Source: an optimization exercise on an open RTL-to-GDS flow (aim: small area). Production flows keep margins and buffers that such runs may drop. The RTL was checked by simulation tests, not by an equivalence proof against the original design. Power and IR drop assume default switching activity.

===== design/flow/flow/run.sh =====
#!/bin/bash
# Own layout flow: the standard ORFS flow (standard.sh) with three changes to how the
# layout is made:
#  - synthesis maps the logic with a stronger ABC area script (flow/abc_area.script); the
#    registers are mapped before ABC runs, so they are the standard synthesis's registers;
#  - each port gets the smallest buffer (buf_1) instead of the default port buffer cell;
#  - the clock tree uses small clock buffers and no dummy loads.
# The output of every step goes to its own log under orfs/logs/, and make's output to
# flow_make.log in this folder.
set -euo pipefail
W=$PWD
rm -rf "$W/scripts_mod"
cp -r "$FLOW_HOME/scripts" "$W/scripts_mod"
cp "$W/flow/abc_area.script" "$W/scripts_mod/abc_area.script"
bash standard.sh SCRIPTS_DIR="$W/scripts_mod" \
  BUFFER_PORTS_ARGS="-buffer_cell sky130_fd_sc_hd__buf_1" \
  CTS_ARGS="-sink_clustering_enable -repair_clock_nets -dont_use_dummy_load -sink_clustering_size 12 -sink_clustering_max_diameter 60 -buf_list {sky130_fd_sc_hd__clkbuf_8}" \
  finish > "$W/flow_make.log" 2>&1

===== design/flow/flow/abc_area.script =====
strash
&get -n
&deepsyn -T 60
&dch -f
&nf -R 1000
&put
topo
stime -c
buffer -c
upsize -c
dnsize -c

===== design/flow/standard.sh =====
#!/bin/bash
# synth_recipe.tcl (not shown) runs the flow's synth.tcl, then flattens the netlist and writes it again
# the make line also repeats each setting of config.mk as NAME=value (left out here)
make -C /OpenROAD-flow-scripts/flow DESIGN_CONFIG=/design/flow/config.mk WORK_HOME=/design/flow/orfs CLKGATE_MAP_FILE= SYNTH_SCRIPT=/design/flow/synth_recipe.tcl "${@:-finish}"

===== design/flow/config.mk =====
export PLATFORM = sky130hd
export DESIGN_NAME = cpu_6502_instruction_execute
export DESIGN_NICKNAME = cpu_6502_instruction_execute
export VERILOG_FILES = /design/flow/design.v
export SDC_FILE = /design/flow/constraint.sdc
export NUM_CORES = 4
export LEC_CHECK = 0
export ABC_AREA = 1
export CAP_MARGIN = 20
export CORE_MARGIN = 2
export CORE_UTILIZATION = 40
export SLEW_MARGIN = 20

===== design/flow/constraint.sdc =====
create_clock -name core_clock -period 8.0 [get_ports {clk}]
set_input_delay 1.6000 -clock core_clock [delete_from_list [all_inputs] [get_ports {clk}]]
set_output_delay 1.6000 -clock core_clock [all_outputs]
set_load 0.01 [all_outputs]

===== design/flow/design.v =====
`default_nettype none
package c6502_pkg;
  localparam logic [3:0] PH_IDLE   = 4'd0;
  localparam logic [3:0] PH_FETCH  = 4'd1;    
  localparam logic [3:0] PH_FETCHB = 4'd2;    
  localparam logic [3:0] PH_OPLO   = 4'd3;    
  localparam logic [3:0] PH_OPHI   = 4'd4;    
  localparam logic [3:0] PH_PTRLO  = 4'd5;    
  localparam logic [3:0] PH_PTRHI  = 4'd6;    
  localparam logic [3:0] PH_DATA   = 4'd7;    
  localparam logic [3:0] PH_WDONE  = 4'd8;    
  localparam logic [3:0] PH_PUSH2  = 4'd9;    
  localparam logic [3:0] PH_WDJ    = 4'd10;   
  localparam logic [3:0] PH_PULLLO = 4'd11;   
  localparam logic [3:0] PH_PULLHI = 4'd12;   
  localparam logic [3:0] PH_WDS    = 4'd13;   
endpackage
`default_nettype wire
`default_nettype none
module c6502_decode
(
  input  logic [7:0] op,
  output logic       bad,
  output logic       imp,
  output logic       push,
  output logic       pull
);
  always_comb begin
    bad = 1'b0; imp = 1'b0; push = 1'b0; pull = 1'b0;
    if (op[1:0] == 2'b01) begin
      bad = (op == 8'h89);
    end else begin
      case (op)
        8'hA2, 8'hA0, 8'hE0, 8'hC0,
        8'hA6, 8'hA4, 8'h86, 8'h84, 8'hE4, 8'hC4, 8'h24, 8'h06, 8'h46, 8'h26,
        8'h66, 8'hE6, 8'hC6,
        8'hB4, 8'h94, 8'h16, 8'h56, 8'h36, 8'h76, 8'hF6, 8'hD6,
        8'hB6, 8'h96,
        8'hAE, 8'hAC, 8'h8E, 8'h8C, 8'hEC, 8'hCC, 8'h2C, 8'h0E, 8'h4E, 8'h2E,
        8'h6E, 8'hEE, 8'hCE,
        8'hBC, 8'h1E, 8'h5E, 8'h3E, 8'h7E, 8'hFE, 8'hDE,
        8'hBE,
        8'h20, 8'h4C, 8'h6C,
        8'h90, 8'hB0, 8'hF0, 8'hD0, 8'h50, 8'h70, 8'h30, 8'h10: ;
        8'h8A, 8'hAA, 8'h98, 8'hA8, 8'h9A, 8'hBA, 8'hE8, 8'hCA, 8'hC8, 8'h88,
        8'h38, 8'hF8, 8'h18, 8'hD8, 8'hB8, 8'h0A, 8'h4A, 8'h2A, 8'h6A: imp = 1'b1;
        8'h48, 8'h08: push = 1'b1;
        8'h68, 8'h28, 8'h60: pull = 1'b1;
        default: bad = 1'b1;
      endcase
    end
  end
endmodule
`default_nettype wire
`default_nettype none
module cpu_6502_instruction_execute
(
  input  logic        clk,
  input  logic        rst_n,
  input  logic        cfg_we,
  input  logic [15:0] cfg_wdata,
  input  logic        in_valid,
  output logic             in_stall,
  input  logic        in_req_type,
  input  logic [7:0]  in_read_data,
  output logic             out_valid,
  input  logic        out_stall,
  output logic [15:0]      out_bus_addr,
  output logic             out_bus_write,
  output logic [7:0]       out_bus_wdata,
  output logic             out_opcode_fetch,
  output logic             out_bad_opcode
);
  logic [15:0] start_r, pc_r;
  logic [7:0]  a_r, x_r, y_r, s_r;
  logic        n_r, v_r, d_r, i_r, z_r, c_r;
  logic [7:0]  op_r;
  logic [15:0] ad_r;
  logic [3:0]  ph_r;
  logic        ov_r;
  logic        take;
  logic [7:0]  d;
  assign in_stall = ov_r & out_stall;
  assign take     = in_valid & ~in_stall;
  assign d        = in_read_data;
  logic [7:0] p_val;
  assign p_val = {n_r, v_r, 2'b00, d_r, i_r, z_r, c_r};
  logic ph_pcaddr, ph_stk, ph_wr;
  always_comb begin
    ph_pcaddr = (ph_r == c6502_pkg::PH_IDLE) | (ph_r == c6502_pkg::PH_FETCH) |
                (ph_r == c6502_pkg::PH_FETCHB) | (ph_r == c6502_pkg::PH_OPLO) |
                (ph_r == c6502_pkg::PH_OPHI);
    ph_stk    = (ph_r == c6502_pkg::PH_PUSH2) | (ph_r == c6502_pkg::PH_WDJ) |
                (ph_r == c6502_pkg::PH_WDS) | (ph_r == c6502_pkg::PH_PULLLO) |
                (ph_r == c6502_pkg::PH_PULLHI);
    ph_wr     = (ph_r == c6502_pkg::PH_WDONE) | (ph_r == c6502_pkg::PH_PUSH2) |
                (ph_r == c6502_pkg::PH_WDJ) | (ph_r == c6502_pkg::PH_WDS);
    if (ph_pcaddr)
      out_bus_addr = pc_r;
    else if (ph_stk)
      out_bus_addr = {8'h01, s_r};
    else if (ph_r == c6502_pkg::PH_PTRHI)
      out_bus_addr = {(op_r[0] ? 8'h00 : pc_r[15:8]), ad_r[7:0]};
    else
      out_bus_addr = ad_r;
    if (ph_r == c6502_pkg::PH_PUSH2)      out_bus_wdata = pc_r[15:8];
    else if (ph_r == c6502_pkg::PH_WDJ)   out_bus_wdata = pc_r[7:0];
    else if (ph_r == c6502_pkg::PH_WDONE || ph_r == c6502_pkg::PH_WDS) out_bus_wdata = op_r;
    else                                  out_bus_wdata = 8'h00;
  end
  assign out_valid        = ov_r;
  assign out_bus_write    = ph_wr;
  assign out_opcode_fetch = (ph_r == c6502_pkg::PH_FETCH) | (ph_r == c6502_pkg::PH_FETCHB);
  assign out_bad_opcode   = (ph_r == c6502_pkg::PH_FETCHB);
  logic f_bad, f_imp, f_push, f_pull;
  c6502_decode u_dec (.op(d), .bad(f_bad), .imp(f_imp), .push(f_push), .pull(f_pull));
  localparam logic [2:0] L_ZERO = 3'd0, L_A = 3'd1, L_X = 3'd2, L_Y = 3'd3, L_S = 3'd4,
                         L_PC = 3'd5, L_FF = 3'd6;
  localparam logic [1:0] R_ZERO = 2'd0, R_D = 2'd1, R_AL = 2'd2, R_AH = 2'd3;
  localparam logic [1:0] LOP_ADD = 2'd0, LOP_AND = 2'd1, LOP_OR = 2'd2, LOP_XOR = 2'd3;
  logic [2:0] lsel;
  logic [1:0] rsel, lop;
  logic       rinv, ci, shsel;
  logic       wa, wx, wy, ws;
  logic       f_nz, f_bit, f_cal, f_csh, f_vov, f_plp;
  logic       f_cset, f_cval, f_dset, f_dval, f_vclr;
  logic       rmw, store, rd_op, memstart;
  logic [7:0] aop;        
  logic       taken;
  logic [1:0] idx;        
  logic o_g01, o_g10, o_g00;
  assign o_g01 = (op_r[1:0] == 2'b01);
  assign o_g10 = (op_r[1:0] == 2'b10);
  assign o_g00 = (op_r[1:0] == 2'b00);
  always_comb begin
    lsel = L_ZERO; rsel = R_ZERO; rinv = 1'b0; ci = 1'b0; lop = LOP_ADD; shsel = 1'b0;
    wa = 1'b0; wx = 1'b0; wy = 1'b0; ws = 1'b0;
    f_nz = 1'b0; f_bit = 1'b0; f_cal = 1'b0; f_csh = 1'b0; f_vov = 1'b0; f_plp = 1'b0;
    f_cset = 1'b0; f_cval = 1'b0; f_dset = 1'b0; f_dval = 1'b0; f_vclr = 1'b0;
    rmw = 1'b0; rd_op = 1'b0; memstart = 1'b0; idx = 2'd0;
    store = (op_r[7:5] == 3'b100);
    aop = op_r;
    taken = 1'b0;
    case (op_r[7:6])
      2'd0: taken = n_r;
      2'd1: taken = v_r;
      2'd2: taken = c_r;
      default: taken = z_r;
    endcase
    taken = (taken == op_r[5]);
    if (!in_req_type) begin
      if (ph_r == c6502_pkg::PH_PUSH2 || ph_r == c6502_pkg::PH_WDJ ||
          ph_r == c6502_pkg::PH_WDS) begin
        lsel = L_S; rinv = 1'b1; ws = 1'b1;
      end
    end else begin
      case (ph_r)
        c6502_pkg::PH_FETCH, c6502_pkg::PH_FETCHB: begin
          aop = d;
          if (!d[7]) begin
            lsel = d[1] ? L_A : L_S;                  
            ci   = !d[1] &  d[5];                     
            rinv = !d[1] & !d[5];                     
          end else begin
            case (d[6:4])
              3'b010:  lsel = L_A;                    
              3'b011:  lsel = L_S;                    
              3'b110:  lsel = L_X;                    
              default: lsel = d[1] ? L_X : L_Y;       
            endcase
            ci   = !d[1] & d[6];                      
            rinv = (d[6] & d[1]) | (d[6:4] == 3'b000 & !d[1]);    
          end
          if (f_imp) begin
            case (d)
              8'h8A: begin wa = 1'b1; f_nz = 1'b1; end
              8'hAA: begin wx = 1'b1; f_nz = 1'b1; end
              8'h98: begin wa = 1'b1; f_nz = 1'b1; end
              8'hA8: begin wy = 1'b1; f_nz = 1'b1; end
              8'h9A: ws = 1'b1;
              8'hBA: begin wx = 1'b1; f_nz = 1'b1; end
              8'hE8: begin wx = 1'b1; f_nz = 1'b1; end
              8'hCA: begin wx = 1'b1; f_nz = 1'b1; end
              8'hC8: begin wy = 1'b1; f_nz = 1'b1; end
              8'h88: begin wy = 1'b1; f_nz = 1'b1; end
              8'h38: begin f_cset = 1'b1; f_cval = 1'b1; end
              8'h18: begin f_cset = 1'b1; f_cval = 1'b0; end
              8'hF8: begin f_dset = 1'b1; f_dval = 1'b1; end
              8'hD8: begin f_dset = 1'b1; f_dval = 1'b0; end
              8'hB8: f_vclr = 1'b1;
              default: begin shsel = 1'b1; wa = 1'b1; f_nz = 1'b1; f_csh = 1'b1; end
            endcase
          end else if (f_pull) begin
            ws = 1'b1;
          end
        end
        c6502_pkg::PH_OPLO: begin
          case (op_r[4:2])
            3'b000: begin
              if (op_r[0]) begin idx = 2'd1; memstart = 1'b0; end   
              else if (op_r[7]) rd_op = 1'b1;                       
            end
            3'b010: rd_op = 1'b1;                                   
            3'b100: begin
              if (!op_r[0]) begin                                   
                lsel = L_PC; rsel = R_D; ci = 1'b1;
              end
            end
            3'b101: begin
              idx = (o_g10 && op_r[7:6] == 2'b10) ? 2'd2 : 2'd1;
              memstart = 1'b1;
            end
            3'b001: memstart = 1'b1;
            default: ;
          endcase
          if (!rd_op && !(op_r[4:2] == 3'b100 && !op_r[0])) begin
            rsel = R_D;
            lsel = (idx == 2'd1) ? L_X : (idx == 2'd2) ? L_Y : L_ZERO;
          end
        end
        c6502_pkg::PH_OPHI: begin
          case (op_r[4:2])
            3'b111: idx = (op_r == 8'hBE) ? 2'd2 : 2'd1;
            3'b110: idx = 2'd2;
            default: idx = 2'd0;
          endcase
          rsel = R_AL;
          lsel = (idx == 2'd1) ? L_X : (idx == 2'd2) ? L_Y : L_ZERO;
          memstart = 1'b1;
        end
        c6502_pkg::PH_PTRLO: begin
          rsel = R_AL; ci = 1'b1;
        end
        c6502_pkg::PH_PTRHI: begin
          rsel = R_AH;
          lsel = (op_r[4] && op_r[0]) ? L_Y : L_ZERO;
          memstart = op_r[0];
        end
        c6502_pkg::PH_DATA: begin
          if (o_g10 && op_r[7:6] != 2'b10) begin
            rmw = 1'b1; f_nz = 1'b1;
            if (op_r[7]) begin
              rsel = R_D; lsel = op_r[5] ? L_ZERO : L_FF; ci = op_r[5];
            end else begin
              shsel = 1'b1; f_csh = 1'b1;
            end
          end else begin
            rd_op = 1'b1;
          end
        end
        c6502_pkg::PH_PUSH2, c6502_pkg::PH_WDJ, c6502_pkg::PH_WDS: begin
          lsel = L_S; rinv = 1'b1; ws = 1'b1;
        end
        c6502_pkg::PH_PULLLO: begin
          if (op_r[3]) begin
            if (op_r[6]) begin rsel = R_D; wa = 1'b1; f_nz = 1'b1; end    
            else f_plp = 1'b1;                                           
          end else begin
            lsel = L_S; ci = 1'b1; ws = 1'b1;                            
          end
        end
        c6502_pkg::PH_PULLHI: begin
          lsel = L_PC; ci = 1'b1;
        end
        default: ;
      endcase
      if (rd_op) begin
        rsel = R_D;
        f_nz = 1'b1;
        if (o_g01) begin
          lsel = L_A;
          case (op_r[7:5])
            3'd0: begin lop = LOP_OR;  wa = 1'b1; end
            3'd1: begin lop = LOP_AND; wa = 1'b1; end
            3'd2: begin lop = LOP_XOR; wa = 1'b1; end
            3'd3: begin ci = c_r; wa = 1'b1; f_cal = 1'b1; f_vov = 1'b1; end
            3'd5: begin lsel = L_ZERO; wa = 1'b1; end
            3'd6: begin rinv = 1'b1; ci = 1'b1; f_cal = 1'b1; end
            default: begin rinv = 1'b1; ci = c_r; wa = 1'b1; f_cal = 1'b1; f_vov = 1'b1; end
          endcase
        end else if (o_g10) begin
          lsel = L_ZERO; wx = 1'b1;
        end else begin
          case (op_r[7:5])
            3'd1: begin lsel = L_A; lop = LOP_AND; f_bit = 1'b1; end
            3'd5: begin lsel = L_ZERO; wy = 1'b1; end
            3'd6: begin lsel = L_Y; rinv = 1'b1; ci = 1'b1; f_cal = 1'b1; end
            default: begin lsel = L_X; rinv = 1'b1; ci = 1'b1; f_cal = 1'b1; end
          endcase
        end
      end
    end
  end
  logic [7:0] aL, aR, ap, ag, alu;
  logic [8:0] cy;
  logic       alu_co, alu_v;
  always_comb begin
    case (lsel)
      L_A:  aL = a_r;
      L_X:  aL = x_r;
      L_Y:  aL = y_r;
      L_S:  aL = s_r;
      L_PC: aL = pc_r[7:0];
      L_FF: aL = 8'hFF;
      default: aL = 8'h00;
    endcase
    case (rsel)
      R_D:  aR = d;
      R_AL: aR = ad_r[7:0];
      R_AH: aR = ad_r[15:8];
      default: aR = 8'h00;
    endcase
    aR = aR ^ {8{rinv}};
    ap = aL ^ aR;
    ag = aL & aR;
    cy[0] = ci;
    for (int i = 0; i < 8; i++) cy[i+1] = ag[i] | (ap[i] & cy[i]);
    case (lop)
      LOP_AND: alu = ag;
      LOP_OR:  alu = ap | ag;
      LOP_XOR: alu = ap;
      default: alu = ap ^ cy[7:0];
    endcase
    alu_co = cy[8];
    alu_v  = ~(aL[7] ^ aR[7]) & (aL[7] ^ alu[7]);
  end
  logic [7:0] sh_in, sh_out;
  logic       sh_c;
  always_comb begin
    sh_in = (ph_r == c6502_pkg::PH_DATA) ? d : a_r;
    if (!aop[6]) begin
      sh_out = {sh_in[6:0], aop[5] & c_r};
      sh_c   = sh_in[7];
    end else begin
      sh_out = {aop[5] & c_r, sh_in[7:1]};
      sh_c   = sh_in[0];
    end
  end
  logic [7:0] res;
  assign res = shsel ? sh_out : alu;
  logic [7:0] hinc, bhi;
  logic [15:0] pci;
  logic [7:0] dinc, pcid;
  assign dinc = d + 8'd1;
  assign pcid = pc_r[15:8] + {{7{d[7]}}, 1'b1};
  assign hinc = alu_co ? dinc : d;
  assign bhi  = (alu_co ^ d[7]) ? pcid : pc_r[15:8];
  assign pci  = pc_r + 16'd1;
  logic [7:0]  a_nxt, x_nxt, y_nxt, s_nxt, op_nxt;
  logic [15:0] pc_nxt, ad_nxt;
  logic [3:0]  ph_nxt;
  logic        n_nxt, v_nxt, d_nxt, i_nxt, z_nxt, c_nxt;
  always_comb begin
    a_nxt = wa ? res : a_r;
    x_nxt = wx ? res : x_r;
    y_nxt = wy ? res : y_r;
    s_nxt = ws ? res : s_r;
    n_nxt = n_r; v_nxt = v_r; d_nxt = d_r; i_nxt = i_r; z_nxt = z_r; c_nxt = c_r;
    if (f_nz) begin
      n_nxt = f_bit ? d[7] : res[7];
      z_nxt = (res == 8'h00);
    end
    if (f_bit) v_nxt = d[6];
    if (f_cal) c_nxt = alu_co;
    if (f_csh) c_nxt = sh_c;
    if (f_vov) v_nxt = alu_v;
    if (f_cset) c_nxt = f_cval;
    if (f_dset) d_nxt = f_dval;
    if (f_vclr) v_nxt = 1'b0;
    if (f_plp) begin
      n_nxt = d[7]; v_nxt = d[6]; d_nxt = d[3]; i_nxt = d[2]; z_nxt = d[1]; c_nxt = d[0];
    end
    op_nxt = op_r; pc_nxt = pc_r; ad_nxt = ad_r; ph_nxt = ph_r;
    if (!in_req_type) begin
      pc_nxt = start_r; ph_nxt = c6502_pkg::PH_FETCH;
    end else begin
      case (ph_r)
        c6502_pkg::PH_FETCH, c6502_pkg::PH_FETCHB: begin
          pc_nxt = pci;
          op_nxt = d;
          if (f_bad) ph_nxt = c6502_pkg::PH_FETCHB;
          else if (f_imp) ph_nxt = c6502_pkg::PH_FETCH;
          else if (f_push) begin
            op_nxt = d[6] ? a_r : (p_val | 8'h30);
            ph_nxt = c6502_pkg::PH_WDS;
          end else if (f_pull) begin
            ph_nxt = c6502_pkg::PH_PULLLO;
          end else ph_nxt = c6502_pkg::PH_OPLO;
        end
        c6502_pkg::PH_OPLO: begin
          pc_nxt = pci;
          ad_nxt = {8'h00, res};
          case (op_r[4:2])
            3'b000: ph_nxt = op_r[0] ? c6502_pkg::PH_PTRLO :
                             op_r[7] ? c6502_pkg::PH_FETCH : c6502_pkg::PH_OPHI;
            3'b010: ph_nxt = c6502_pkg::PH_FETCH;
            3'b100: begin
              if (op_r[0]) ph_nxt = c6502_pkg::PH_PTRLO;
              else begin
                if (taken) pc_nxt = {bhi, res};
                ph_nxt = c6502_pkg::PH_FETCH;
              end
            end
            3'b001, 3'b101: ph_nxt = c6502_pkg::PH_DATA;
            default: ph_nxt = c6502_pkg::PH_OPHI;
          endcase
        end
        c6502_pkg::PH_OPHI: begin
          pc_nxt = pci;
          ad_nxt = {hinc, res};
          if (op_r[4:2] == 3'b000) begin
            pc_nxt = pc_r;
            ph_nxt = c6502_pkg::PH_PUSH2;
          end else if (o_g00 && op_r[7:6] == 2'b01) begin
            if (op_r[5]) begin
              pc_nxt[15:8] = d;
              ph_nxt = c6502_pkg::PH_PTRLO;
            end else begin
              pc_nxt = {hinc, res};
              ph_nxt = c6502_pkg::PH_FETCH;
            end
          end else ph_nxt = c6502_pkg::PH_DATA;
        end
        c6502_pkg::PH_PTRLO: begin
          ad_nxt = {d, res};
          ph_nxt = c6502_pkg::PH_PTRHI;
        end
        c6502_pkg::PH_PTRHI: begin
          if (!op_r[0]) begin
            pc_nxt = {hinc, res};
            ph_nxt = c6502_pkg::PH_FETCH;
          end else begin
            ad_nxt = {hinc, res};
            ph_nxt = c6502_pkg::PH_DATA;
          end
        end
        c6502_pkg::PH_DATA: begin
          if (rmw) begin
            op_nxt = res;
            ph_nxt = c6502_pkg::PH_WDONE;
          end else ph_nxt = c6502_pkg::PH_FETCH;
        end
        c6502_pkg::PH_WDONE, c6502_pkg::PH_WDS: ph_nxt = c6502_pkg::PH_FETCH;
        c6502_pkg::PH_PUSH2: ph_nxt = c6502_pkg::PH_WDJ;
        c6502_pkg::PH_WDJ: begin
          pc_nxt = ad_r;
          ph_nxt = c6502_pkg::PH_FETCH;
        end
        c6502_pkg::PH_PULLLO: begin
          if (op_r[3]) ph_nxt = c6502_pkg::PH_FETCH;
          else begin
            pc_nxt[7:0] = d;
            ph_nxt = c6502_pkg::PH_PULLHI;
          end
        end
        c6502_pkg::PH_PULLHI: begin
          pc_nxt = {hinc, res};
          ph_nxt = c6502_pkg::PH_FETCH;
        end
        default: ph_nxt = c6502_pkg::PH_IDLE;
      endcase
      if (memstart && store) begin
        op_nxt = o_g01 ? a_r : o_g10 ? x_r : y_r;
        ph_nxt = c6502_pkg::PH_WDONE;
      end
    end
  end
  always_ff @(posedge clk) begin
    if (!rst_n) begin
      start_r <= 16'h0000;
      a_r <= 8'h00; x_r <= 8'h00; y_r <= 8'h00; s_r <= 8'hFF;
      n_r <= 1'b0; v_r <= 1'b0; d_r <= 1'b0; i_r <= 1'b0; z_r <= 1'b0; c_r <= 1'b0;
      pc_r <= 16'h0000;
      ph_r <= c6502_pkg::PH_IDLE; ov_r <= 1'b0;
    end else begin
      if (cfg_we) start_r <= cfg_wdata;
      if (take) begin
        a_r <= a_nxt; x_r <= x_nxt; y_r <= y_nxt; s_r <= s_nxt;
        n_r <= n_nxt; v_r <= v_nxt; d_r <= d_nxt; i_r <= i_nxt; z_r <= z_nxt; c_r <= c_nxt;
        pc_r <= pc_nxt;
        ph_r <= ph_nxt;
        ov_r <= 1'b1;
      end else if (!out_stall) begin
        ov_r <= 1'b0;
      end
    end
  end
  always_ff @(posedge clk) begin
    if (take) begin
      op_r <= op_nxt; ad_r <= ad_nxt;
    end
  end
endmodule
`default_nettype wire

==> results by group, run 1 <==
Outcome
  – Status: finished clean

Clock network
  – Clock slew at the register clock pins of the worst setup and hold paths: 0.09 ns
  – Clock Tree Buf Depth: 2
  – Clock root buffer: clkbuf_8
  – Clk sinks: 99
  – H-tree levels: 3
  – Post-CTS Setup Repair Bufs: 0
  – Hold_buf cts: 0
  – Total CTS buffers: 9
  – CTS tree: done
  – PostCTS Resize Cnt: 0
  – Clk latency of the worst-skew pair: 0.40 ns

Placed design
  – Post-DP Area: 0.00862 mm^2
  – Port Buffers: 58
  – Post-DP HPWL: 24900 um
  – Pre-CTS setup slack: -0.0436 ns
  – Routability Congestion: 1.02

Global route
  – Grt ovf: 0
  – M2 GR Usage: 43.8%
  – Antenna violations before repair: 0
  – GRT Util Overall: 30.4%
  – Global-route wire length before repair: 49800 um
  – Met3 usage in global routing: 6.64%
  – Most Crowded Layer GR: met1
  – M1 GR Usage: 43.9%
  – Vias in the first global route: 8271
  – Pin count of the biggest net entering global routing: 55

Final layout
  – Share of post-route cells with drive strength above 1: 8.88%
  – # diodes: 0
  – Area grow syn2layout: 10.1%
  – Fin nets: 1165
  – Most common cell after layout, fill and taps aside: nand2_1
  – # fillers: 2029
  – Final Cell Area: 0.00878 mm^2
  – Most frequent cells in the layout: nand2_1 (153), nor2_1 (98), dfxtp_1 (75)

Synthesis
  – Ys flop type: dfxtp_1
  – Synth warn: 2
  – Ys async rst share: 0%
  – Synth Area per Inst: 7.68 um^2
  – Number of flops mapped to enable cells by yosys: 24
  – #FFs+latches synth: 99
  – Yosys cell types: 82
  – Syn Nets: 1110
  – Syn Std Cell Area: 0.00798 mm^2
  – Cells after synthesis: 1039
  – Register area share after synthesis: 27.9%

Worst setup path
  – Setup crit end kind: flop
  – Worst EP required: 8.31 ns
  – Crit path buf inv count: 3
  – Max incr delay on CP: 0.48 ns
  – WS Path Type: in2reg
  – Arr. time, crit path: 7.91 ns
  – Worst path top cell family by delay: adder cells
  – Crit path max fanout: 4
  – Critical path's most frequent cell: fa_1
  – Slowest CP cell: or4_4
  – CP startpoint kind: input pin

Timing
  – Final min period: 7.60 ns
  – Slew HR: 31.5%
  – Final Skew: 0.0362 ns
  – Final Hold Vio Count: 0
  – Final cycle utilization of the critical path: 95.0%
  – Final Setup Violations: 0
  – Fmax: 0.132 GHz
  – Slew @ Worst Pin: 1.02 ns
  – Setup TNS: 0 ns
  – RSZ-0062 raised after global routing: no
  – Slew Viols, Final: 0
  – Worst Setup Slack, final: 0.402 ns

Detailed routing
  – Routed WL: 32700 um
  – Routed via count: 8831
  – Drt wl/cell: 24.1 um
  – Final ANT Viol Nets: 0
  – Iteration count of the initial detailed-routing pass: 5
  – Via density: 6.51
  – DRC violations left: 0
  – DRT iter0 DRCs: 1605

Power and ir drop
  – Switching power: 324 uW
  – Peak VDD IR: 0.0816 mV
  – Switching Share: 31.9%
  – Int Power: 692 uW
  – Pwr per Cell Area: 116 mW/mm^2
  – Leakage: 0.00341 uW
  – Comb power frac: 19.4%
  – Clock Power Share: 27.4%
  – Sequential share of power: 53.2%

Die
  – Die Area: 0.0211 mm^2
  – Row count: 51
  – # IOs: 59
  – Core area: 0.0195 mm^2
  – Initial Util: 40.8%
  – Die outline width: 145 um
  – Chip Height: 145 um

Min path
  – Hold crit path type: reg2reg

Flow run
  – MaxCap Viol Count: 0
## worst reg2reg max path: cells and delay by family (launching register included)
family                   cells  cell delay, ns
AND/OR/NAND/NOR             10            2.31
AO/OA/AOI/OAI                7            1.36
flip-flops                   1            0.63
multiplexers                 1            0.18
adder cells (fa/ha/maj)      8            2.91
buffers and inverters        2            0.14
## worst paths after layout
path | startpoint | to | depth (start not counted) | slack, ns
min reg2reg | start_r[7]$_SDFFE_PN0P_ | start_r[7]$_SDFFE_PN0P_ | 1 | 0.49
min | start_r[7]$_SDFFE_PN0P_ | start_r[7]$_SDFFE_PN0P_ | 1 | 0.49
max reg2reg | ph_r[2]$_SDFFE_PN0P_ | z_r$_SDFFE_PN0P_ | 28 | 0.41
max | in_read_data[5] | z_r$_SDFFE_PN0P_ | 29 | 0.40
## cells in the mapped netlist, drive strengths merged, types with 13 or more instances
| master | count | area (um^2) |
|---|---|---|
| a21oi | 65 | 325 |
| a22o | 51 | 447 |
| a22oi | 17 | 128 |
| a31oi | 18 | 113 |
| and2 | 16 | 103 |
| and3 | 19 | 119 |
| clkbuf | 50 | 189 |
| dfxtp | 75 | 1500 |
| edfxtp | 24 | 721 |
| ha | 32 | 400 |
| inv | 44 | 165 |
| nand2 | 156 | 593 |
| nand3 | 26 | 130 |
| nor2 | 100 | 375 |
| nor2b | 13 | 81.3 |
| nor3 | 33 | 186 |
| o21ai | 67 | 339 |
| o221ai | 14 | 129 |
| o22ai | 20 | 131 |
## power by group through the flow
stage               clock network, uW  logic (uW)  registers [uW]
floorplan                           0         123             542
global placement                    0         189             552
detailed placement                  0         189             552
CTS                               285         190             540
global route                      298         211             543
finish                            279         197             541
## state kept, by name (all words and copies together) (netlist names)
register and flops:
ad_r 16, pc_r 16, start_r 16, a_r 8, op_r 8, s_r 8
x_r 8, y_r 8, ph_r 4, c_r 1, d_r 1, i_r 1
n_r 1, ov_r 1, v_r 1, z_r 1
## area by class of cell
type	count	area, um^2	share of cell area (%)
inverters	45	169	1.92
multi-input cells	835	5360	61.0
repair buffers	104	579	6.60
clock buffers	9	124	1.41
well taps	265	332	3.78
flip-flops and latches	99	2220	25.3
## logic make-up after synthesis
kind of cell / synth area share (%)
XOR/XNOR: 2.31
multiplexers: 0.831
buffers and inverters: 5.37
AND/OR/NAND/NOR: 24.8
AO/OA/AOI/OAI: 31.6
adder cells (fa/ha/maj): 7.28
flip-flops: 27.9
## routing by layer
| layer | share of wire, % | vias up |
|---|---|---|
| met2 | 41 | 587 |
| li1 | - | 3986 |
| met5 | 0 | - |
| met1 | 43 | 4170 |
| met4 | 4.4 | 0 |
| met3 | 11 | 88 |
## per-stage QoR
step | utilization, % | instances | hold slack [ns] | power [uW]
CTS | 44.8 | 1356 | 0.488 | 1020
detailed placement | 44.2 | 1347 | 0.464 | 740
global route | 45.0 | 1357 | 0.510 | 1050
floorplan | - | 1039 | 0.432 | 665
global placement | 44.2 | 1347 | 0.462 | 740
finish | 45.0 | 1357 | 0.487 | 1020
==> run 2, diff against run 1 <==
--- a/design/flow/flow/run.sh
+++ b/design/flow/flow/run.sh
@@ -13,6 +13,6 @@
 cp -r "$FLOW_HOME/scripts" "$W/scripts_mod"
 cp "$W/flow/abc_area.script" "$W/scripts_mod/abc_area.script"
-bash standard.sh SCRIPTS_DIR="$W/scripts_mod" \
+bash standard.sh SCRIPTS_DIR="$W/scripts_mod" REMOVE_ABC_BUFFERS=1 \
   BUFFER_PORTS_ARGS="-buffer_cell sky130_fd_sc_hd__buf_1" \
-  CTS_ARGS="-sink_clustering_enable -repair_clock_nets -dont_use_dummy_load -sink_clustering_size 12 -sink_clustering_max_diameter 60 -buf_list {sky130_fd_sc_hd__clkbuf_8}" \
+  CTS_ARGS="-sink_clustering_enable -repair_clock_nets -dont_use_dummy_load -sink_clustering_size 10 -sink_clustering_max_diameter 40 -buf_list {sky130_fd_sc_hd__clkbuf_8}" \
   finish > "$W/flow_make.log" 2>&1
==> design/flow/flow/abc_area.script (replaced) <==
strash
&get -n
&deepsyn -T 60
&dch -f
&nf -R 1000
&put
--- a/design/flow/config.mk
+++ b/design/flow/config.mk
@@ -9,4 +9,6 @@
 export CAP_MARGIN = 20
 export CORE_MARGIN = 2
-export CORE_UTILIZATION = 40
+export CORE_UTILIZATION = 65
+export GPL_TIMING_DRIVEN = 0
+export PLACE_DENSITY = 0.75
 export SLEW_MARGIN = 20
==> results by group, run 2 <==
Outcome
  – Status: finished clean

Die
  – Die Area: 0.0126 mm^2 (-40%)
  – Row count: 39 (-24%)
  – # IOs: 59 (unchanged)
  – Initial Util: 66.6% (+26 points)
  – Core area: 0.0114 mm^2 (-42%)
  – Die outline width: 112 um (-23%)
  – Chip Height: 112 um (-23%)

Global route
  – Vias in the first global route: 8053 (-2.6%)
  – Global-route wire length before repair: 44200 um (-11%)
  – M2 GR Usage: 64.7% (+21 points)
  – Pin count of the biggest net entering global routing: 36 (-35%)
  – Grt ovf: 0 (unchanged)
  – Met3 usage in global routing: 13.3% (+6.6 points)
  – M1 GR Usage: 61.4% (+18 points)
  – Antenna violations before repair: 0 (unchanged)
  – GRT Util Overall: 44.8% (+14 points)
  – Most Crowded Layer GR: met2

Detailed routing
  – DRT iter0 DRCs: 1440 (-10%)
  – DRC violations left: 0 (unchanged)
  – Iteration count of the initial detailed-routing pass: 6 (+1)
  – Final ANT Viol Nets: 0 (unchanged)
  – Via density: 7.37 (+13%)
  – Routed WL: 28200 um (-14%)
  – Routed via count: 8869 (+0.43%)
  – Drt wl/cell: 23.4 um (-3.0%)

Placed design
  – Post-DP Area: 0.00806 mm^2 (-6.6%)
  – Placed Cells: 1182 (-12%)
  – Post-DP HPWL: 20500 um (-18%)
  – Routability Congestion: 1.02 (about the same)
  – Port Buffers: 58 (unchanged)

Clock network
  – Clk sinks: 99 (unchanged)
  – Clock Tree Buf Depth: 2 (unchanged)
  – Clock slew at the register clock pins of the worst setup and hold paths: 0.09 ns (about the same)
  – H-tree levels: 3 (unchanged)
  – Total CTS buffers: 9 (unchanged)
  – Clk latency of the worst-skew pair: 0.39 ns (about the same)
  – CTS tree: done
  – Clock root buffer: clkbuf_8

Flow run
  – MaxCap Viol Count: 0 (unchanged)

Synthesis
  – Top cell type's share of synthesized area: 19.7% (+0.90 points)
  – Cells after synthesis: 979 (-5.8%)
  – Yosys cell types: 57 (-30%)
  – Most common cell in the synthesized netlist: nand2_1
  – Mux cell area share after synthesis: 0.707% (-0.12 points)
  – Synth area leader: dfxtp_1
  – Synth Area in Adders: 7.63% (+0.35 points)
  – Area fraction in compound gates after synthesis: 32.5% (+0.91 points)
  – Post-synth top cells: nand2_1 (156), nor2_1 (100), dfxtp_1 (75)
  – Ys flop type: dfxtp_1
  – Synth warn: 2 (unchanged)
  – Ys async rst share: 0% (unchanged)
  – Synth Area per Inst: 7.77 um^2 (+1.3%)
  – Main combinational cell family by area after synthesis: compound AO/OA/AOI/OAI gates
  – Post-synthesis simple-gate area fraction: 25.4% (+0.57 points)
  – Register area share after synthesis: 29.2% (+1.3 points)
  – Syn Std Cell Area: 0.00761 mm^2 (-4.6%)
  – Xor/xnor share of the synthesized area: 2.42% (+0.11 points)
  – #FFs+latches synth: 99 (unchanged)
  – Number of flops mapped to enable cells by yosys: 24 (unchanged)
  – Area contributors post-synth: dfxtp_1 (20%), edfxtp_1 (9.5%), nand2_1 (7.7%), a22o_1 (5.9%), ha_1 (5.3%)

Final layout
  – # fillers: 920 (-55%)
  – Area of the multi-input gates: 0.00542 mm^2 (+1.2%)
  – Non-filler cells, final: 1204 (-11%)
  – Fin nets: 1134 (-2.7%)
  – Share of post-route cells with drive strength above 1: 7.92% (-0.97 points)
  – Final Cell Area: 0.00852 mm^2 (-3.0%)
  – # diodes: 0 (unchanged)
  – Most common cell after layout, fill and taps aside: nand2_1
  – FF/Latch Area: 0.00223 mm^2 (+0.23%)
  – Largest regs: ad_r x16, pc_r x16, start_r x16
  – Area grow syn2layout: 11.9%
  – Most frequent cells in the layout: nand2_1 (154), nor2_1 (94), dfxtp_1 (71)

Timing
  – Worst hold slack: 0.482 ns (-0.00560 ns)
  – Slew @ Worst Pin: 1.03 ns (+0.00767 ns)
  – Slew Viols, Final: 0 (unchanged)
  – Setup TNS: 0 ns (unchanged)
  – Final Hold Vio Count: 0 (unchanged)
  – Fmax: 0.130 GHz (-1.5%)
  – Final cycle utilization of the critical path: 96.4% (+1.4 points)
  – Final Setup Violations: 0 (unchanged)
  – Final Skew: 0.0270 ns (-0.00922 ns)
  – RSZ-0062 raised after global routing: no
  – Final min period: 7.71 ns (+0.112 ns)
  – Slew HR: 31.2% (-0.26 points)

Power and ir drop
  – Peak VDD IR: 0.188 mV (+130%)
  – Leakage: 0.00314 uW (-8.1%)
  – Pwr per Cell Area: 117 mW/mm^2 (+0.91%)

Worst setup path
  – Setup crit end kind: flop
  – Crit path from: op_r[3]$_DFFE_PP_
  – Slowest CP cell: edfxtp_1
  – Worst EP required: 8.32 ns (about the same)
  – Arr. time, crit path: 8.03 ns (+0.12 ns)
  – Worst flop-to-flop path startpoint: op_r[3]$_DFFE_PP_
  – CP startpoint kind: flop
  – Worst Reg-to-Reg Cells: 26 (-7.1%)
  – Max incr delay on CP: 0.60 ns (+0.12 ns)
  – Critical path's most frequent cell: fa_2
  – Crit path max fanout: 12 (+8)
  – WS Path Type: reg2reg

Min path
  – Hold Path Depth: 1 (unchanged)
  – Hold crit path type: reg2reg
  – Worst hold start: start_r[10]$_SDFFE_PN0P_
run 2: layer usage:
| layer | vias to the layer above | share of wire (%) |
|---|---|---|
| met1 | 4089 | 38 |
| met2 | 738 | 42 |
| met5 | - | 0 |
| met4 | 0 | 5.3 |
| li1 | 3921 | - |
| met3 | 121 | 14 |
run 2: cell type report:
| type | instances | share of cell area [%] |
|---|---|---|
| clock buffers | 9 | 1.45 |
| inverters | 45 | 1.98 |
| multi-input cells | 835 | 63.7 |
| flip-flops and latches | 99 | 26.1 |
| well taps | 143 | 2.10 |
| repair buffers | 73 | 4.66 |
run 2: repair_timing:
action                                  4_1_cts  5_1_grt
hold buffers                                  0        0
gates resized for setup                      37       35
hold endpoints to repair                      0        0
endpoints found under the setup margin       33       21
pin swaps                                     5       10
setup buffers                                 8        4
run 2: worst paths after layout:
kind                              endpoint  slack [ns]
hold reg to reg   start_r[10]$_SDFFE_PN0P_        0.48
hold / removal    start_r[10]$_SDFFE_PN0P_        0.48
setup / recovery          z_r$_SDFFE_PN0P_        0.29
setup reg to reg          z_r$_SDFFE_PN0P_        0.29
run 2: logic make-up after synthesis:
family                     Yosys count
and+or+nand+nor                    417
AOI/OAI and AO/OA                  352
adders and majority gates           41
xor gates and xnor gates            21
buffers and inverters               45
muxes                                4
DFF                                 99
run 2: per-stage QoR:
step | util [%] | setup WS (ns) | power, uW
after floorplan | - | 0.0660 | 645
after global placement | 70.1 | -2.41 | 713
after detailed placement | 70.5 | -1.63 | 717
after CTS | 73.2 | -0.00789 | 976
after global routing | 74.6 | 0.0234 | 1020
final | 74.6 | 0.290 | 995
run 2: critical path: cells and delay by family, from the launching register on:
kind	cells	cell delay, ns
flops	1	0.60
compound gates	7	1.52
simple gates	8	2.02
xor+xnor	1	0.40
buf+inv	2	0.30
fa+ha+maj	7	2.56
mux	1	0.22
run 2: where the power goes:
group | total, uW | switching (uW) | leakage, uW | internal (uW)
registers | 542 | 20.0 | 0.000832 | 522
logic | 188 | 122 | 0.00224 | 65.9
clock network | 265 | 164 | 0.0000647 | 101
==> run 3, diff against run 2 <==
--- a/design/flow/design.v
+++ b/design/flow/design.v
@@ -101,5 +101,5 @@
       out_bus_addr = {8'h01, s_r};
     else if (ph_r == c6502_pkg::PH_PTRHI)
-      out_bus_addr = {(op_r[0] ? 8'h00 : pc_r[15:8]), ad_r[7:0]};
+      out_bus_addr = {(op_r[0] ? 8'h00 : ad_r[15:8]), ad_r[7:0]};
     else
       out_bus_addr = ad_r;
@@ -233,6 +233,10 @@
         end
         c6502_pkg::PH_PTRHI: begin
-          rsel = R_AH;
-          lsel = (op_r[4] && op_r[0]) ? L_Y : L_ZERO;
+          if (op_r[0]) begin
+            rsel = R_AH;
+            lsel = op_r[4] ? L_Y : L_ZERO;
+          end else begin
+            lsel = L_PC;
+          end
           memstart = op_r[0];
         end
@@ -414,5 +418,4 @@
           end else if (o_g00 && op_r[7:6] == 2'b01) begin
             if (op_r[5]) begin
-              pc_nxt[15:8] = d;
               ph_nxt = c6502_pkg::PH_PTRLO;
             end else begin
@@ -423,5 +426,9 @@
         end
         c6502_pkg::PH_PTRLO: begin
-          ad_nxt = {d, res};
+          if (op_r[0]) ad_nxt = {d, res};
+          else begin
+            ad_nxt[7:0] = res;
+            pc_nxt[7:0] = d;
+          end
           ph_nxt = c6502_pkg::PH_PTRHI;
         end
==> results by group, run 3 <==
Die
  – Die Area: 0.0124 mm^2 (-1.3%)
  – Chip Height: 111 um (-0.65%)
  – Initial Util: 66.3% (-0.33 points)
  – Row count: 39 (unchanged)
  – Core area: 0.0113 mm^2 (-0.85%)
  – # IOs: 59 (unchanged)
  – Die outline width: 111 um (-0.65%)

Synthesis
  – Mux cell area share after synthesis: 0.833% (+0.13 points)
  – #FFs+latches synth: 99 (unchanged)
  – Main combinational cell family by area after synthesis: compound AO/OA/AOI/OAI gates
  – Number of flops mapped to enable cells by yosys: 24 (unchanged)
  – Synth Area in Adders: 7.73% (+0.10 points)
  – Post-synthesis simple-gate area fraction: 25.5% (+0.15 points)
  – Area fraction in compound gates after synthesis: 31.8% (-0.67 points)
  – Synth area leader: dfxtp_1
  – Cells after synthesis: 1003 (+2.5%)
  – Ys flop type: dfxtp_1
  – Top cell type's share of synthesized area: 20.0% (+0.27 points)
  – Post-synth top cells: nand2_1 (156), nor2_1 (121), a21oi_1 (86)
  – Ys async rst share: 0% (unchanged)
  – Synth Area per Inst: 7.48 um^2 (-3.7%)
  – Area contributors post-synth: dfxtp_1 (20%), edfxtp_1 (9.6%), nand2_1 (7.8%), nor2_1 (6.1%), a21oi_1 (5.7%)
  – Most common cell in the synthesized netlist: nand2_1
  – Register area share after synthesis: 29.6% (+0.40 points)
  – Syn Std Cell Area: 0.00751 mm^2 (-1.3%)
  – Synth warn: 2 (unchanged)
  – Yosys cell types: 58 (+1.8%)
  – Xor/xnor share of the synthesized area: 1.63% (-0.78 points)

Final layout
  – Area of the multi-input gates: 0.00534 mm^2 (-1.5%)
  – FF/Latch Area: 0.00223 mm^2 (+0.34%)
  – Most frequent cells in the layout: nand2_1 (152), nor2_1 (113), a21oi_1 (82)
  – # fillers: 922 (+0.22%)
  – # diodes: 0 (unchanged)
  – Share of post-route cells with drive strength above 1: 9.23% (+1.3 points)
  – Most common cell after layout, fill and taps aside: nand2_1
  – Fin nets: 1178 (+3.9%)
  – Area grow syn2layout: 15.0%
  – Non-filler cells, final: 1248 (+3.7%)
  – Largest regs: ad_r x16, pc_r x16, start_r x16

Worst setup path
  – Arr. time, crit path: 8.13 ns (+0.10 ns)
  – Worst flop-to-flop path startpoint: ph_r[1]$_SDFFE_PN0P_
  – Crit path from: in_read_data[6]
  – Max incr delay on CP: 0.42 ns (-0.18 ns)
  – Setup crit end kind: flop
  – CP startpoint kind: input pin
  – Worst EP required: 8.31 ns (about the same)
  – WS Path Type: in2reg
  – Slowest CP cell: fa_2
  – Crit path max fanout: 28 (+16)

Timing
  – Setup TNS: 0 ns (unchanged)
  – Final Hold Vio Count: 0 (unchanged)
  – Final Skew: 0.0254 ns (-0.00162 ns)
  – Slew Viols, Final: 0 (unchanged)
  – Slew HR: 17.6% (-14 points)
  – Fmax: 0.128 GHz (-1.4%)
  – Final min period: 7.82 ns (+0.109 ns)
  – Final cycle utilization of the critical path: 97.7% (+1.4 points)
  – Slew @ Worst Pin: 1.23 ns (+0.195 ns)
  – Final Setup Violations: 0 (unchanged)

Placed design
  – Port Buffers: 58 (unchanged)
  – Routability Congestion: 1.02 (about the same)
  – Post-DP HPWL: 20400 um (-0.42%)
  – Placed Cells: 1210 (+2.4%)

Global route
  – Pin count of the biggest net entering global routing: 33 (-8.3%)
  – Vias in the first global route: 8129 (+0.94%)
  – Antenna violations before repair: 0 (unchanged)
  – Grt ovf: 0 (unchanged)
  – GRT Util Overall: 45.5% (+0.67 points)
  – Global-route wire length before repair: 44500 um (+0.55%)

Flow run
  – MaxCap Viol Count: 0 (unchanged)

Power and ir drop
  – Comb power frac: 21.6% (+2.7 points)
  – Leakage: 0.00322 uW (+2.8%)
  – Peak VDD IR: 0.155 mV (-18%)
  – Pwr per Cell Area: 119 mW/mm^2 (+2.2%)
  – Int Power: 702 uW (+1.8%)
  – Switching Share: 31.9% (+1.2 points)
  – Switching power: 329 uW (+7.6%)
  – Clock Power Share: 25.5% (-1.1 points)
  – Sequential share of power: 52.9% (-1.6 points)

Clock network
  – CTS tree: done
  – Clk latency of the worst-skew pair: 0.40 ns (about the same)
  – Clock root buffer: clkbuf_8
  – Hold_buf cts: 0 (unchanged)
  – H-tree levels: 3 (unchanged)
  – Total CTS buffers: 9 (unchanged)
  – Clock Tree Buf Depth: 2 (unchanged)
  – Clock slew at the register clock pins of the worst setup and hold paths: 0.08 ns (about the same)
  – Clk sinks: 99 (unchanged)

Min path
  – Hold crit path type: reg2reg
  – Worst hold start: start_r[9]$_SDFFE_PN0P_

Detailed routing
  – Iteration count of the initial detailed-routing pass: 8 (+2)
  – Routed via count: 9067 (+2.2%)
  – Drt wl/cell: 23.2 um (-0.80%)
  – DRC violations left: 0 (unchanged)
  – DRT iter0 DRCs: 1809 (+26%)
  – Routed WL: 29000 um (+2.8%)
  – Via density: 7.27 (-1.4%)
  – Final ANT Viol Nets: 0 (unchanged)

Outcome
  – Status: finished clean
-- run 3: logic make-up (layout without fill, tap and decap cells) --
group                      count (synthesis)  in the layout
and+or+nand+nor                          425            425
xor gates and xnor gates                  14             14
AOI/OAI and AO/OA                        361            361
buffers and inverters                     58            160
muxes                                      5              5
adders and majority gates                 41             41
DFF                                       99             99
-- run 3: layout make-up --
cell class	instances	area share (%)
inverter	58	2.64
tap	143	2.07
timing repair buffer	93	6.08
clock buffer	9	1.44
sequential	99	25.9
multi-input combinational	846	61.9
-- run 3: power by group through the flow --
stage               combinational (uW)  clock [uW]  sequential, uW
floorplan                          117           0             547
global placement                   181           0             555
detailed placement                 185           0             555
CTS                                199         262             544
global route                       237         279             546
finish                             222         263             545
-- run 3: final timing paths --
path	endpoint	slack, ns	cells after the start
max	z_r$_SDFFE_PN0P_	0.18	31
min	start_r[9]$_SDFFE_PN0P_	0.48	1
max reg2reg	z_r$_SDFFE_PN0P_	0.27	29
min reg2reg	start_r[9]$_SDFFE_PN0P_	0.48	1
-- run 3: worst max-delay path: cells and delay by family --
kind | cells | cell delay, ns
and+or+nand+nor | 8 | 1.52
AOI/OAI and AO/OA | 11 | 1.61
buffers and inverters | 4 | 0.50
adders and majority gates | 8 | 2.89
-- run 3: metal layers --
layer | GRT usage (%) | vias up | routed length [um]
met4 | 24.2 | 0 | 1990
met3 | 9.25 | 180 | 4350
li1 | - | 3999 | -
met2 | 70.5 | 839 | 12400
met5 | 0 | - | 0
met1 | 60.1 | 4049 | 10200
-- run 3: timing repair --
item	4_1_cts	5_1_grt
buffers inserted	12	16
endpoints found under the setup margin	44	23
pin swaps	7	13
resized for setup	56	37
cloned	0	0
-- run 3: metrics by stage --
step | utilization [%] | cell area, um^2 | total power, uW | hold WS (ns) | worst slack [ns]
floorplan | - | 7510 | 663 | 0.427 | 0.0934
global placement | 69.8 | 7900 | 736 | 0.459 | -2.71
detailed placement | 70.4 | 7970 | 740 | 0.455 | -2.31
CTS | 73.8 | 8360 | 1010 | 0.484 | 0.00594
global route | 76.2 | 8630 | 1060 | 0.503 | -0.0448
finish | 76.2 | 8630 | 1030 | 0.481 | 0.181
==> run 4, diff against run 3 <==
--- a/design/flow/config.mk
+++ b/design/flow/config.mk
@@ -7,8 +7,8 @@
 export LEC_CHECK = 0
 export ABC_AREA = 1
-export CAP_MARGIN = 20
+export CAP_MARGIN = 5
 export CORE_MARGIN = 2
-export CORE_UTILIZATION = 65
+export CORE_UTILIZATION = 80
 export GPL_TIMING_DRIVEN = 0
-export PLACE_DENSITY = 0.75
-export SLEW_MARGIN = 20
+export PLACE_DENSITY = 0.85
+export SLEW_MARGIN = 5
==> results by group, run 4 <==
Outcome
  – Status: aborted with a tool error
  – Stop stage: global routing (5_1_grt)
  – First error: [ERROR GRT-0232] Routing congestion too high. Check the congestion heatmap in the GUI.

Placed design
  – Post-DP Area: 0.00792 mm^2 (-0.64%)
  – Port Buffers: 58 (unchanged)
  – Routability Congestion: 1.11 (+8.8%)
  – Post-DP HPWL: 19900 um (-2.2%)

Die
  – Chip Height: 101 um (-9.5%)
  – # IOs: 59 (unchanged)
  – Die outline width: 101 um (-9.5%)
  – Row count: 35 (-10%)
  – Initial Util: 82.0% (+16 points)

Synthesis
  – Syn Std Cell Area: 0.00751 mm^2 (unchanged)
  – Ys flop type: dfxtp_1
  – Cells after synthesis: 1003 (unchanged)
  – Synth Area per Inst: 7.48 um^2 (unchanged)
  – Synth warn: 2 (unchanged)
  – Most common cell in the synthesized netlist: nand2_1
  – Area contributors post-synth: dfxtp_1 (20%), edfxtp_1 (9.6%), nand2_1 (7.8%), nor2_1 (6.1%), a21oi_1 (5.7%)
  – #FFs+latches synth: 99 (unchanged)
  – Register area share after synthesis: 29.6% (unchanged)
  – Post-synth top cells: nand2_1 (156), nor2_1 (121), a21oi_1 (86)
  – Number of flops mapped to enable cells by yosys: 24 (unchanged)
  – Synth area leader: dfxtp_1
  – Yosys cell types: 58 (unchanged)
  – Ys async rst share: 0% (unchanged)
  – Top cell type's share of synthesized area: 20.0% (unchanged)

Global route
  – Grt ovf: 3
  – Pin count of the biggest net entering global routing: 33
  – GRT Util Overall: 77.5%

Timing
  – Worst-path end type: register input
  – Post-GRT worst EP: z_r$_SDFFE_PN0P_/D

Clock network
  – H-tree levels: 3 (unchanged)
  – Clock Tree Buf Depth: 2 (unchanged)
  – Clock root buffer: clkbuf_8
  – Hold_buf cts: 0 (unchanged)
  – Total CTS buffers: 9 (unchanged)
  – Clk sinks: 99 (unchanged)
## run 4: cell counts after synthesis
No cell type changed its count.
## run 4: timing repair
item                                    4_1_cts
resized for setup                            61
endpoints found under the setup margin       50
buffers inserted                              6
pin swaps                                     4
hold endpoints to repair                      0
## run 4: stage by stage
stage	hold WS, ns	setup WS, ns	std cells	util [%]
detailed placement	0.458	-2.44	1176	86.5
CTS	0.485	0.00670	1191	90.5
floorplan	0.427	0.0934	1003	-
global placement	0.459	-2.62	1172	85.9
## run 4: worst min-delay path by stage
stage	end	slack, ns	start	cells past startpoint
CTS	start_r[2]$_SDFFE_PN0P_	0.49	start_r[2]$_SDFFE_PN0P_	1
detailed placement	start_r[15]$_SDFFE_PN0P_	0.46	start_r[15]$_SDFFE_PN0P_	1
global placement	start_r[9]$_SDFFE_PN0P_	0.46	start_r[9]$_SDFFE_PN0P_	1
floorplan	i_r$_SDFFE_PN0P_	0.43	i_r$_SDFFE_PN0P_	2
## run 4: per-layer routing
metal  GRT usage, %  overflow
met5           28.7         0
met4           75.2         2
met3           62.3         0
met1           80.1         1
met2           91.7         0
## run 4: cells by family after synthesis
kind of cell / Yosys count / synth area share (%)
muxes: 5 / 0.833
and+or+nand+nor: 425 / 25.5
AOI/OAI and AO/OA: 361 / 31.8
xor gates and xnor gates: 14 / 1.63
DFF: 99 / 29.6
adders and majority gates: 41 / 7.73
buffers and inverters: 58 / 2.90
## run 4: power by group through the flow
| stage | clock, uW | combinational, uW | sequential (uW) |
|---|---|---|---|
| 2_1_floorplan | 0 | 117 | 547 |
| 3_3_place_gp | 0 | 176 | 554 |
| 3_5_place_dp | 0 | 184 | 555 |
| 4_1_cts | 259 | 199 | 544 |
==> run 5, diff against run 4 <==
--- a/design/flow/design.v
+++ b/design/flow/design.v
@@ -297,5 +297,5 @@
   end
   logic [7:0] aL, aR, ap, ag, alu;
-  logic [8:0] cy;
+  logic [9:0] asum;       
   logic       alu_co, alu_v;
   always_comb begin
@@ -318,14 +318,13 @@
     ap = aL ^ aR;
     ag = aL & aR;
-    cy[0] = ci;
-    for (int i = 0; i < 8; i++) cy[i+1] = ag[i] | (ap[i] & cy[i]);
+    asum = {1'b0, aL, 1'b1} + {1'b0, aR, ci};
     case (lop)
       LOP_AND: alu = ag;
       LOP_OR:  alu = ap | ag;
       LOP_XOR: alu = ap;
-      default: alu = ap ^ cy[7:0];
+      default: alu = asum[8:1];
     endcase
-    alu_co = cy[8];
-    alu_v  = ~(aL[7] ^ aR[7]) & (aL[7] ^ alu[7]);
+    alu_co = asum[9];
+    alu_v  = ~(aL[7] ^ aR[7]) & (aL[7] ^ asum[8]);
   end
   logic [7:0] sh_in, sh_out;
--- a/design/flow/config.mk
+++ b/design/flow/config.mk
@@ -7,8 +7,8 @@
 export LEC_CHECK = 0
 export ABC_AREA = 1
-export CAP_MARGIN = 5
+export CAP_MARGIN = 20
 export CORE_MARGIN = 2
-export CORE_UTILIZATION = 80
+export CORE_UTILIZATION = 65
 export GPL_TIMING_DRIVEN = 0
-export PLACE_DENSITY = 0.85
-export SLEW_MARGIN = 5
+export PLACE_DENSITY = 0.75
+export SLEW_MARGIN = 20
==> results by group, run 5 <==
Outcome
  – Status: finished clean

Global route
  – Global-route wire length before repair: 44600 um
  – GRT Util Overall: 45.4%
  – Antenna violations before repair: 0
  – Grt ovf: 0
  – Vias in the first global route: 8171
  – Pin count of the biggest net entering global routing: 35

Worst setup path
  – Crit path from: in_read_data[6]
  – Reg-to-reg endpoint: pc_r[11]$_SDFFE_PN0P_
  – Slowest CP cell: buf_2
  – Worst flop-to-flop path startpoint: ph_r[2]$_SDFFE_PN0P_
  – Worst Setup EP: pc_r[11]$_SDFFE_PN0P_
  – WS Path Type: in2reg
  – Worst EP required: 8.32 ns
  – Critical path's most frequent cell: a21oi_1
  – Max incr delay on CP: 0.50 ns
  – Arr. time, crit path: 8.03 ns
  – Worst path top cell family by delay: compound AO/OA/AOI/OAI gates
  – CP startpoint kind: input pin
  – Worst path depth: 29
  – Worst Reg-to-Reg Cells: 31
  – Crit path buf inv count: 2
  – Crit path max fanout: 26
  – R2R Setup Slk: 0.30 ns
  – Setup crit end kind: flop

Power and ir drop
  – Pwr per Cell Area: 124 mW/mm^2
  – Leakage: 0.00309 uW
  – Peak VDD IR: 0.123 mV

Synthesis
  – Syn Std Cell Area: 0.00757 mm^2 (+0.88%)
  – Register area share after synthesis: 29.3% (-0.26 points)
  – Ys async rst share: 0% (unchanged)
  – Most common cell in the synthesized netlist: nor2_1
  – Top cell type's share of synthesized area: 19.8% (-0.18 points)
  – Area contributors post-synth: dfxtp_1 (20%), edfxtp_1 (9.5%), nor2_1 (7.4%), a22o_1 (6.0%), ha_1 (5.3%)
  – Ys flop type: dfxtp_1
  – Post-synth top cells: nor2_1 (149), nand2_1 (95), a21oi_1 (79)
  – Yosys cell types: 57 (-1.7%)
  – Cells after synthesis: 978 (-2.5%)
  – Synth warn: 2 (unchanged)
  – #FFs+latches synth: 99 (unchanged)
  – Synth Area per Inst: 7.74 um^2 (+3.5%)
  – Number of flops mapped to enable cells by yosys: 24 (unchanged)
  – Synth area leader: dfxtp_1

Die
  – Core area: 0.0114 mm^2
  – Die outline width: 112 um (+11%)
  – Initial Util: 66.3% (-16 points)
  – Row count: 39 (+11%)
  – # IOs: 59 (unchanged)
  – Chip Height: 112 um (+11%)
  – Die Area: 0.0125 mm^2

Final layout
  – FF/Latch Area: 0.00223 mm^2
  – Most frequent cells in the layout: nor2_1 (146), nand2_1 (95), a21oi_1 (77)
  – # fillers: 995
  – Area grow syn2layout: 8.99%
  – Area of the multi-input gates: 0.00525 mm^2
  – Fin nets: 1116
  – Largest regs: ad_r x16, pc_r x16, start_r x16
  – Non-filler cells, final: 1193
  – Final core utilization: 72.3%
  – # diodes: 0
  – Share of post-route cells with drive strength above 1: 3.81%
  – Most common cell after layout, fill and taps aside: nor2_1

Timing
  – RSZ-0062 raised after global routing: no
  – Final min period: 7.71 ns
  – Final Hold Vio Count: 0
  – Fmax: 0.130 GHz
  – Slew HR: 24.4%
  – Slew @ Worst Pin: 1.13 ns
  – Final Skew: 0.0430 ns
  – Slew Viols, Final: 0
  – Final cycle utilization of the critical path: 96.4%
  – Worst hold slack: 0.483 ns
  – Final Setup Violations: 0

Flow run
  – MaxCap Viol Count: 0

Detailed routing
  – Routed WL: 28500 um
  – Drt wl/cell: 23.9 um
  – Iteration count of the initial detailed-routing pass: 9
  – Via density: 7.34
  – DRT iter0 DRCs: 1528
  – Final ANT Viol Nets: 0
  – DRC violations left: 0
  – Routed via count: 8751

Clock network
  – CTS tree: done
  – Total CTS buffers: 9 (unchanged)
  – Clk sinks: 99 (unchanged)
  – Clk latency of the worst-skew pair: 0.39 ns
  – Clock Tree Buf Depth: 2 (unchanged)
  – Clock slew at the register clock pins of the worst setup and hold paths: 0.09 ns
  – Hold_buf cts: 0 (unchanged)
  – Clock root buffer: clkbuf_8
  – H-tree levels: 3 (unchanged)

Placed design
  – Port Buffers: 58 (unchanged)
  – Post-DP HPWL: 20900 um (+5.0%)
  – Routability Congestion: 1.05 (-5.4%)
  – Placed Cells: 1180 (+0.34%)

Min path
  – Hold crit path type: reg2reg
run 5: routing by layer:
metal | part of all wire (%) | global-route usage [%] | vias to the layer above
met5 | 0 | 0 | -
met4 | 6.3 | 23.8 | 0
li1 | - | - | 3921
met2 | 43 | 68.4 | 736
met3 | 14 | 13.0 | 161
met1 | 37 | 59.4 | 3933
run 5: area by class of cell:
type	count	share of cell area, %
multi-input cells	827	63.6
flip-flops and latches	99	27.0
repair buffers	63	3.37
inverters	52	2.41
well taps	143	2.17
clock buffers	9	1.50
run 5: where the power goes:
part           switching [uW]  internal (uW)  leakage (uW)
clock network             159            101     0.0000647
registers                27.3            525      0.000827
logic                     137           70.6       0.00220
total                     323            697       0.00309
run 5: worst min path at each step:
stage	slack, ns	start	cells past startpoint	endpoint
floorplan	0.44	start_r[13]$_SDFFE_PN0P_	1	start_r[13]$_SDFFE_PN0P_
global placement	0.46	start_r[15]$_SDFFE_PN0P_	1	start_r[15]$_SDFFE_PN0P_
detailed placement	0.46	start_r[14]$_SDFFE_PN0P_	1	start_r[14]$_SDFFE_PN0P_
CTS	0.48	start_r[14]$_SDFFE_PN0P_	1	start_r[14]$_SDFFE_PN0P_
global route	0.50	start_r[13]$_SDFFE_PN0P_	1	start_r[13]$_SDFFE_PN0P_
finish	0.48	start_r[14]$_SDFFE_PN0P_	1	start_r[14]$_SDFFE_PN0P_
run 5: timing repair:
action	4_1_cts	5_1_grt
buffers inserted	0	4
gates resized for setup	13	18
setup endpoints to repair	15	12
pin swaps	0	1
endpoints found under the hold margin	0	0
run 5: kinds of logic (layout without fill, tap and decap cells):
kind of cell | Yosys count | after routing | synth area share (%)
AND/OR/NAND/NOR | 374 | 374 | 22.5
XOR/XNOR | 28 | 28 | 3.24
buffers and inverters | 52 | 124 | 2.58
multiplexers | 3 | 3 | 0.562
AO/OA/AOI/OAI | 388 | 388 | 35.9
flip-flops | 99 | 99 | 29.3
adder cells (fa/ha/maj) | 34 | 34 | 5.82
run 5: through the flow:
step | TNS (ns) | power (uW) | cell area, um^2 | setup slack, ns
floorplan | 0 | 675 | 7570 | 1.17
global placement | -24.65 | 750 | 7970 | -1.80
detailed placement | -12.14 | 754 | 7990 | -1.25
CTS | 0 | 1010 | 8170 | 0.0150
global route | 0 | 1060 | 8250 | 0.0117
finish | 0 | 1020 | 8250 | 0.291
==> run 6, diff against run 5 <==
--- a/design/flow/design.v
+++ b/design/flow/design.v
@@ -344,8 +344,9 @@
   logic [7:0] hinc, bhi;
   logic [15:0] pci;
-  logic [7:0] dinc, pcid;
-  assign dinc = d + 8'd1;
+  logic [8:0] hsum;       
+  assign hsum = {d, 1'b1} + {8'd0, alu_co};
+  assign hinc = hsum[8:1];
+  logic [7:0] pcid;
   assign pcid = pc_r[15:8] + {{7{d[7]}}, 1'b1};
-  assign hinc = alu_co ? dinc : d;
   assign bhi  = (alu_co ^ d[7]) ? pcid : pc_r[15:8];
   assign pci  = pc_r + 16'd1;
==> results by group, run 6 <==
Final layout
  – # diodes: 0 (unchanged)
  – Most frequent cells in the layout: nand2_1 (128), nor2_1 (115), o21ai_0 (74)
  – Largest regs: ad_r x16, pc_r x16, start_r x16
  – Fin nets: 1111 (-0.45%)
  – # fillers: 959 (-3.6%)
  – Most common cell after layout, fill and taps aside: nand2_1

Timing
  – Slew @ Worst Pin: 1.14 ns (+0.00542 ns)
  – Worst Setup Slack, final: 0.338 ns (+0.0471 ns)
  – Fmax: 0.131 GHz (+0.62%)
  – Slew HR: 23.5% (-0.95 points)

Detailed routing
  – DRT iter0 DRCs: 1590 (+4.1%)
  – Routed via count: 8682 (-0.79%)
  – DRC violations left: 0 (unchanged)
  – Routed WL: 28400 um (-0.18%)
  – Via density: 7.29 (-0.62%)
  – Drt wl/cell: 23.8 um (about the same)
  – Final ANT Viol Nets: 0 (unchanged)

Die
  – Initial Util: 65.9% (-0.43 points)
  – Row count: 39 (unchanged)
  – Chip Height: 111 um (-0.92%)
  – Core area: 0.0113 mm^2 (-1.3%)

Synthesis
  – Area contributors post-synth: dfxtp_1 (20%), edfxtp_1 (9.7%), nand2_1 (6.5%), nor2_1 (5.9%), a22o_1 (5.7%)
  – Number of flops mapped to enable cells by yosys: 24 (unchanged)
  – Synth warn: 2 (unchanged)
  – Most common cell in the synthesized netlist: nand2_1
  – Post-synth top cells: nand2_1 (128), nor2_1 (117), o21ai_0 (76)
  – Synth area leader: dfxtp_1
  – #FFs+latches synth: 99 (unchanged)
  – Cells after synthesis: 976 (-0.20%)
  – Ys flop type: dfxtp_1

Global route
  – Pin count of the biggest net entering global routing: 34 (-2.9%)
  – Global-route wire length before repair: 44000 um (-1.4%)
  – Grt ovf: 0 (unchanged)

Clock network
  – H-tree levels: 3 (unchanged)
  – Hold_buf cts: 0 (unchanged)

Worst setup path
  – Worst EP required: 8.29 ns (-0.03 ns)
  – Critical path's most frequent cell: nand3_1
  – WS Path Type: reg2reg
  – CP startpoint kind: flop
  – Worst flop-to-flop path startpoint: ph_r[3]$_SDFFE_PN0P_
  – Crit path max fanout: 15 (-42%)
  – Arr. time, crit path: 7.95 ns (-0.08 ns)

Outcome
  – Status: finished clean

Min path
  – Worst hold start: start_r[5]$_SDFFE_PN0P_
  – Hold crit path type: reg2reg

Power and ir drop
  – Pwr per Cell Area: 124 mW/mm^2 (about the same)
  – Leakage: 0.00302 uW (-2.3%)

Placed design
  – Pre-CTS setup slack: -0.656 ns (+0.599 ns)
  – Port Buffers: 58 (unchanged)
## run 6: cell count changes after synthesis, moves of 8 or more
cell,change
nand2_1,+33
nor2_1,-32
nor3_1,+17
o221ai_1,-16
nor2b_1,-10
nand3_1,+8
o21ai_0,+8
## run 6: final cells by class
type | count | area [um^2] | area share (%)
Clock buffer | 9 | 124 | 1.53
Timing Repair Buffer | 63 | 285 | 3.52
Sequential cell | 99 | 2230 | 27.5
Inverter | 46 | 173 | 2.13
Multi-Input combinational cell | 831 | 5110 | 63.1
Tap cell | 143 | 179 | 2.21
## run 6: routing by layer
metal / wire length [um] / vias up / GRT usage, % / share of wire (%)
li1: - / 3858 / - / -
met2: 11500 / 780 / 64.5 / 40
met5: 0 / - / 0 / 0
met4: 1610 / 0 / 23.7 / 5.7
met1: 10800 / 3898 / 63.5 / 38
met3: 4500 / 146 / 12.1 / 16
## run 6: cells by family (layout without fill, tap and decap cells)
family	count (synthesis)	count (layout)	synth area share, %
AOI/OAI and AO/OA	356	356	32.8
xor gates and xnor gates	28	28	3.30
adders and majority gates	31	31	5.42
buffers and inverters	46	118	2.32
DFF	99	99	29.9
muxes	6	6	0.842
and+or+nand+nor	410	410	25.4
## run 6: power by group
group	internal [uW]	total [uW]	switching, uW
logic	61.3	190	128
registers	523	544	21.8
clock network	101	268	166
## run 6: worst max-delay path: cells and delay by family, from the launching register on
family / cells / cell delay (ns)
buffers and inverters: 2 / 0.62
xor gates and xnor gates: 1 / 0.21
DFF: 1 / 0.68
and+or+nand+nor: 15 / 3.03
AOI/OAI and AO/OA: 11 / 2.49
adders and majority gates: 2 / 0.53
## run 6: what timing repair did
action                     in CTS  in global routing
buffers inserted                0                  2
pin swaps                       0                  2
setup endpoints to repair       6                 15
resized for setup               9                 19
## run 6: metrics by stage
step	cell area, um^2	cells	util, %	setup TNS, ns
CTS	8030	1189	71.2	0
global placement	7830	1177	69.4	-19.36
detailed placement	7880	1180	69.9	-3.58
finish	8100	1191	71.8	0
global route	8100	1191	71.8	-0.000277
floorplan	7430	976	-	0
## run 6: final timing paths
| check | endpoint | slack, ns | cells after the start |
|---|---|---|---|
| min reg2reg | start_r[5]$_SDFFE_PN0P_ | 0.48 | 1 |
| max | pc_r[13]$_SDFFE_PN0P_ | 0.34 | 31 |
| max reg2reg | pc_r[13]$_SDFFE_PN0P_ | 0.34 | 31 |
| min | start_r[5]$_SDFFE_PN0P_ | 0.48 | 1 |

-- port drivers added, routing unchanged --
No port has a modelled driver above. Below, the same layouts with a new extraction and two added sets of constraints.
Step 1 sets driving cells, clkbuf_16 on the clock port and buf_2 on the other inputs (assumed; they add their load-dependent delay and slew).
Step 2, shift: input delay + t, output delay - t, t = (earliest + latest rising clock arrival at the registers) / 2. This alone moves slack from input paths to output paths.
a / b / c = ideal ports / drivers / drivers and shift; a / b = the first two.
run	t, ns	setup WS [ns]
run 1	0.429	0.402 / 0.412 / -0.017
run 2	0.418	0.290 / 0.282 / -0.136
run 3	0.420	0.181 / 0.168 / -0.252
run 5	0.404	0.291 / 0.298 / -0.100
run 6	0.419	0.338 / 0.338 / -0.014
Met with ideal ports but missed after step 2: setup timing in every run listed.
